Context: an optimization exercise on an open-source flow, tuned for small area and a short achievable clock period. The choices shown serve that exercise and are no tape-out recipe.
The RTL was checked by simulation tests, not by an equivalence proof against the original design.
No activity file was given, so power comes from the tool's default toggle rates.

==> 06-14 <==
==> flow/design.v <==
package branch_pkg;
  localparam int slot_count = 8;
  localparam int slot_idx_w = 3;
  localparam int count_w    = 4;
  localparam int data_w     = 32;
  localparam int offset_w   = 16;
  localparam logic [2:0] op_bjp   = 3'd4;
  localparam logic [1:0] cond_eq = 2'd0;
  localparam logic [1:0] cond_ne = 2'd1;
  localparam logic [1:0] cond_lt = 2'd2;
  localparam logic [1:0] cond_ge = 2'd3;
  localparam int inst_w   = 3 + 2 + data_w + offset_w + data_w + data_w;
  localparam int opr_lsb  = 0;
  localparam int opl_lsb  = data_w;
  localparam int off_lsb  = 2 * data_w;
  localparam int pc_lsb   = 2 * data_w + offset_w;
  localparam int cond_lsb = 3 * data_w + offset_w;
  localparam int op_lsb   = 3 * data_w + offset_w + 2;
  localparam int packet_w = slot_count * inst_w;
  localparam int issue_w = packet_w + count_w;
endpackage
`timescale 1ns/1ns
module branch_decode (
  input  logic                               w_IssueFifoFire_1,
  input  logic                               rstn,
  input  logic                               i_pkt_valid,
  input  logic [branch_pkg::packet_w-1:0]    i_pkt,
  output logic                               o_dec_valid,
  output logic [branch_pkg::packet_w-1:0]    o_dec,
  output logic [branch_pkg::slot_count-1:0]  o_taken      
);
  localparam int W = branch_pkg::inst_w;
  localparam int N = branch_pkg::slot_count;
  function automatic logic [1:0] cmp32(input logic [31:0] a, input logic [31:0] b);
    logic [31:0] e, l;
    e = ~(a ^ b);
    l = ~a & b;
    l[31] = a[31] & ~b[31];
    for (int lv = 0; lv < 5; lv++) begin
      for (int k = 0; k < 32; k++) begin
        if (k % (2 << lv) == 0) begin
          l[k] = l[k+(1<<lv)] | (e[k+(1<<lv)] & l[k]);
          e[k] = e[k+(1<<lv)] & e[k];
        end
      end
    end
    cmp32 = {e[0], l[0]};
  endfunction
  logic [N-1:0] taken;
  always_comb begin
    for (int i = 0; i < N; i++) begin
      logic [1:0] el;
      logic [1:0] c;
      el = cmp32(i_pkt[W*i+branch_pkg::opl_lsb +: 32], i_pkt[W*i+branch_pkg::opr_lsb +: 32]);
      c  = i_pkt[W*i+branch_pkg::cond_lsb +: 2];
      taken[i] = (i_pkt[W*i+branch_pkg::op_lsb +: 3] == branch_pkg::op_bjp) &&
                 (c[1] ? (el[0] ^ c[0]) : (el[1] ^ c[0]));
    end
  end
  always_ff @(posedge w_IssueFifoFire_1 or negedge rstn) begin
    if (!rstn) begin
      o_dec_valid <= 1'b0;
    end else begin
      o_dec_valid <= i_pkt_valid;
    end
  end
  always_ff @(posedge w_IssueFifoFire_1) begin
    o_dec   <= i_pkt;
    o_taken <= taken;
  end
endmodule
`timescale 1ns/1ns
module branch_execute (
  input  logic                               w_IssueFifoFire_1,
  input  logic                               rstn,
  input  logic                               i_dec_valid,
  input  logic [branch_pkg::packet_w-1:0]    i_dec,
  input  logic [branch_pkg::slot_count-1:0]  i_taken,
  output logic                               o_exe_valid,
  output logic                               o_exe_taken,
  output logic [branch_pkg::packet_w-1:0]    o_exe,       
  output logic [branch_pkg::data_w-1:0]      o_pc,
  output logic [branch_pkg::offset_w-1:0]    o_off
);
  localparam int W = branch_pkg::inst_w;
  localparam int N = branch_pkg::slot_count;
  logic [N-1:0]                    keep;
  logic [N-1:0]                    first;
  logic [branch_pkg::packet_w-1:0] issue_pkt;
  logic [31:0]                     pc_sel;
  logic [15:0]                     off_sel;
  always_comb begin
    keep[0] = 1'b1;
    for (int i = 1; i < N; i++) begin
      keep[i] = 1'b1;
      for (int j = 0; j < i; j++) keep[i] = keep[i] & ~i_taken[j];
    end
    first = i_taken & keep;
    pc_sel  = '0;
    off_sel = '0;
    for (int i = 0; i < N; i++) begin
      issue_pkt[W*i +: W] = i_dec[W*i +: W] & {W{keep[i]}};
      pc_sel  = pc_sel  | (i_dec[W*i+branch_pkg::pc_lsb  +: 32] & {32{first[i]}});
      off_sel = off_sel | (i_dec[W*i+branch_pkg::off_lsb +: 16] & {16{first[i]}});
    end
  end
  always_ff @(posedge w_IssueFifoFire_1 or negedge rstn) begin
    if (!rstn) begin
      o_exe_valid <= 1'b0;
      o_exe_taken <= 1'b0;
    end else begin
      o_exe_valid <= i_dec_valid;
      o_exe_taken <= i_dec_valid & (|i_taken);
    end
  end
  always_ff @(posedge w_IssueFifoFire_1) begin
    o_exe    <= issue_pkt;
    o_pc     <= pc_sel;
    o_off    <= off_sel;
  end
endmodule
`timescale 1ns/1ns
module branch_result (
  input  logic                               w_IssueFifoFire_1,
  input  logic                               rstn,
  input  logic                               i_exe_valid,
  input  logic                               i_exe_taken,
  input  logic [branch_pkg::packet_w-1:0]    i_exe,
  input  logic [branch_pkg::data_w-1:0]      i_pc,
  input  logic [branch_pkg::offset_w-1:0]    i_off,
  output logic                               o_issue_valid,
  output logic [branch_pkg::issue_w-1:0]     o_issue,
  output logic                               o_redirect_valid,
  output logic [branch_pkg::data_w-1:0]      o_redirect
);
  logic [branch_pkg::count_w-1:0] count;
  always_comb begin
    logic [7:0] b;
    logic       s0, c0, s1, c1, s2, c2, s3, c3, x1, x2;
    for (int i = 0; i < branch_pkg::slot_count; i++) begin
      b[i] = (i_exe[branch_pkg::inst_w*i+branch_pkg::op_lsb +: 3] == branch_pkg::op_bjp);
    end
    s0 = b[0] ^ b[1] ^ b[2];
    c0 = (b[0] & b[1]) | (b[0] & b[2]) | (b[1] & b[2]);
    s1 = b[3] ^ b[4] ^ b[5];
    c1 = (b[3] & b[4]) | (b[3] & b[5]) | (b[4] & b[5]);
    s2 = b[6] ^ b[7];
    c2 = b[6] & b[7];
    s3 = s0 ^ s1 ^ s2;
    c3 = (s0 & s1) | (s0 & s2) | (s1 & s2);
    x1 = c0 ^ c1 ^ c2;
    x2 = (c0 & c1) | (c0 & c2) | (c1 & c2);
    count[0] = s3;
    count[1] = x1 ^ c3;
    count[2] = x2 ^ (x1 & c3);
    count[3] = x2 & x1 & c3;
  end
  always_ff @(posedge w_IssueFifoFire_1 or negedge rstn) begin
    if (!rstn) begin
      o_issue_valid    <= 1'b0;
      o_redirect_valid <= 1'b0;
    end else begin
      o_issue_valid    <= i_exe_valid;
      o_redirect_valid <= i_exe_taken;
    end
  end
  always_ff @(posedge w_IssueFifoFire_1) begin
    o_issue    <= {i_exe, count};
    o_redirect <= i_pc + {{16{i_off[15]}}, i_off};
  end
endmodule
`timescale 1ns/1ns
module branch_detect_top (
  input  logic          w_IssueFifoFire_1,
  input  logic          rstn,
  input  logic          i_pkt_valid,
  input  logic [935:0]  i_pkt,
  output logic          o_issue_valid,
  output logic [939:0]  o_issue,
  output logic          o_redirect_valid,
  output logic [31:0]   o_redirect
);
  logic                                dec_valid;
  logic [branch_pkg::packet_w-1:0]     dec;
  logic [branch_pkg::slot_count-1:0]   taken;
  logic                                exe_valid;
  logic                                exe_taken;
  logic [branch_pkg::packet_w-1:0]     exe;
  logic [branch_pkg::data_w-1:0]       pc;
  logic [branch_pkg::offset_w-1:0]     off;
  branch_decode u_decode (
    .w_IssueFifoFire_1 (w_IssueFifoFire_1),
    .rstn              (rstn),
    .i_pkt_valid       (i_pkt_valid),
    .i_pkt             (i_pkt),
    .o_dec_valid       (dec_valid),
    .o_dec             (dec),
    .o_taken           (taken)
  );
  branch_execute u_execute (
    .w_IssueFifoFire_1 (w_IssueFifoFire_1),
    .rstn              (rstn),
    .i_dec_valid       (dec_valid),
    .i_dec             (dec),
    .i_taken           (taken),
    .o_exe_valid       (exe_valid),
    .o_exe_taken       (exe_taken),
    .o_exe             (exe),
    .o_pc              (pc),
    .o_off             (off)
  );
  branch_result u_result (
    .w_IssueFifoFire_1 (w_IssueFifoFire_1),
    .rstn              (rstn),
    .i_exe_valid       (exe_valid),
    .i_exe_taken       (exe_taken),
    .i_exe             (exe),
    .i_pc              (pc),
    .i_off             (off),
    .o_issue_valid     (o_issue_valid),
    .o_issue           (o_issue),
    .o_redirect_valid  (o_redirect_valid),
    .o_redirect        (o_redirect)
  );
endmodule
==> flow/flow/run.sh <==
#!/bin/bash
# Standard ORFS layout with two changes to how it is placed:
#  - every port still gets a buffer, but a small buf_1 instead of the
#    default pick (clkdlybuf4s50_1), which is larger and slower;
#  - the pin placer keeps each packet input bit next to the output bit it
#    becomes (i_pkt[j] beside o_issue[j+4]), so that bit's three pipeline
#    registers can sit in a short chain between its two pins.
set -uo pipefail
groups=""
for ((j = 0; j < 936; j++)); do
  groups+=" -group_pins {i_pkt[$j] o_issue[$((j + 4))]}"
done
bash standard.sh \
  'BUFFER_PORTS_ARGS=-buffer_cell sky130_fd_sc_hd__buf_1' \
  "PLACE_PINS_ARGS=$groups" \
  finish > standard.log 2>&1
==> flow/standard.sh <==
#!/bin/bash
# synth_recipe.tcl (not shown) runs the flow's synth.tcl, then flattens the netlist and writes it again
# the make line also repeats each setting of config.mk as NAME=value (left out here)
make -C /OpenROAD-flow-scripts/flow DESIGN_CONFIG=/design/flow/config.mk WORK_HOME=/design/flow/orfs CLKGATE_MAP_FILE= SYNTH_SCRIPT=/design/flow/synth_recipe.tcl "${@:-finish}"
==> flow/config.mk <==
export PLATFORM = sky130hd
export DESIGN_NAME = branch_detect_top
export DESIGN_NICKNAME = branch_detect_top
export VERILOG_FILES = /design/flow/design.v
export SDC_FILE = /design/flow/constraint.sdc
export NUM_CORES = 4
export LEC_CHECK = 0
export CAP_MARGIN = 20
export CORE_AREA = 4 4 996 216
export CTS_CLUSTER_DIAMETER = 50
export CTS_CLUSTER_SIZE = 25
export DIE_AREA = 0 0 1000 220
export SETUP_SLACK_MARGIN = 5
export SLEW_MARGIN = 20
==> flow/constraint.sdc <==
create_clock -name core_clock -period 8.0 [get_ports {w_IssueFifoFire_1}]
set_input_delay 1.6000 -clock core_clock [delete_from_list [all_inputs] [get_ports {w_IssueFifoFire_1}]]
set_output_delay 1.6000 -clock core_clock [all_outputs]
set_load 0.01 [all_outputs]
==> 06-17 (differences from 06-14) <==
==> flow/flow/run.sh (replaced) <==
#!/bin/bash
# Standard ORFS layout, except that every port gets a small buf_1 as its
# buffer instead of the default pick (clkdlybuf4s50_1), which is larger
# and slower.
set -uo pipefail
bash standard.sh \
  'BUFFER_PORTS_ARGS=-buffer_cell sky130_fd_sc_hd__buf_1' \
  finish > standard.log 2>&1
- CORE_AREA: 4 4 996 216 -> 4 4 556 556
- CTS_CLUSTER_DIAMETER: 50 -> 60
- CTS_CLUSTER_SIZE: 25 -> 30
- DIE_AREA: 0 0 1000 220 -> 0 0 560 560
- SETUP_SLACK_MARGIN: 5 -> unset
==> run notes <==
met3 GRT Util 5.68%; power share of the sequential group 59.9%; worst-path cell chain buf_8 > nand3b_1 > a21oi_1 > a21oi_1 > o21ai_1 > mux2i_1 > o221ai_1; register area 58300 µm²; Slew headroom 33.9%; Final Non-Filler Cells 10500; antenna violations before repair 56; placed cells 10300; post-route cell area 92700 µm²; Cell Int Power 20100 µW; number of setup buffers added after CTS 1; filler instances 19400; clk_skew 0.0381 ns; outcome no timing/DRC/antenna violations; core area 208000 µm²; family with the most delay on the worst path compound AO/OA/AOI/OAI gates
[end of results for 06-14]
==> run notes <==
outcome no timing/DRC/antenna violations; worst-path cell chain buf_1; number of setup buffers added after CTS 0; Final Non-Filler Cells 11900; register area 58200 µm²; core area 303000 µm²; met3 GRT Util 6.46%; filler instances 31000; syn avg cell area 13.2 µm²; n_taps 3978; antenna violations before repair 134; Sequential Power 16300 µW; post-route cell area 96200 µm²; family with the most delay on the worst path buffers and inverters; power share of the sequential group 51.9%; placed cells 11500; Cell Int Power 22400 µW; Leak 0.0390 µW
[end of results for 06-17]

-- afterwards: timing with drivers on the ports --
No port has a modelled driver above. Below, the same layouts with a new extraction and two added sets of constraints.
Step 1 (the two cells are an assumption about what drives the block):
set clk [get_ports {w_IssueFifoFire_1}]
set_driving_cell -lib_cell sky130_fd_sc_hd__clkbuf_16 $clk
set_driving_cell -lib_cell sky130_fd_sc_hd__buf_2 [delete_from_list [all_inputs] $clk]
Step 2 moves the port delays by t, midway between the first and last clock arrival at a register: inputs arrive t later, outputs are due t later. That takes back most of the time a late clock gives input paths.
a / b / c = ideal ports / drivers / drivers and shift; a / b = the first two.
| run | t (ns) | setup WS [ns] | worst setup path after step 2 | clock arrival spread, ns | worst data-port slew with drivers (ns) |
|---|---|---|---|---|---|
| 06-14 | 0.937 | 4.903 / 4.903 / 4.028 | input to register | 0.049 / 0.050 | 0.12 |
| 06-17 | 0.980 | 4.332 / 4.234 / 3.688 | input to register | 0.121 / 0.121 | 0.33 |
After both steps every run listed still meets setup and hold. The setup slack of 06-14, which loses most, moves by 0.000 ns with the drivers and by -0.875 ns with both steps.
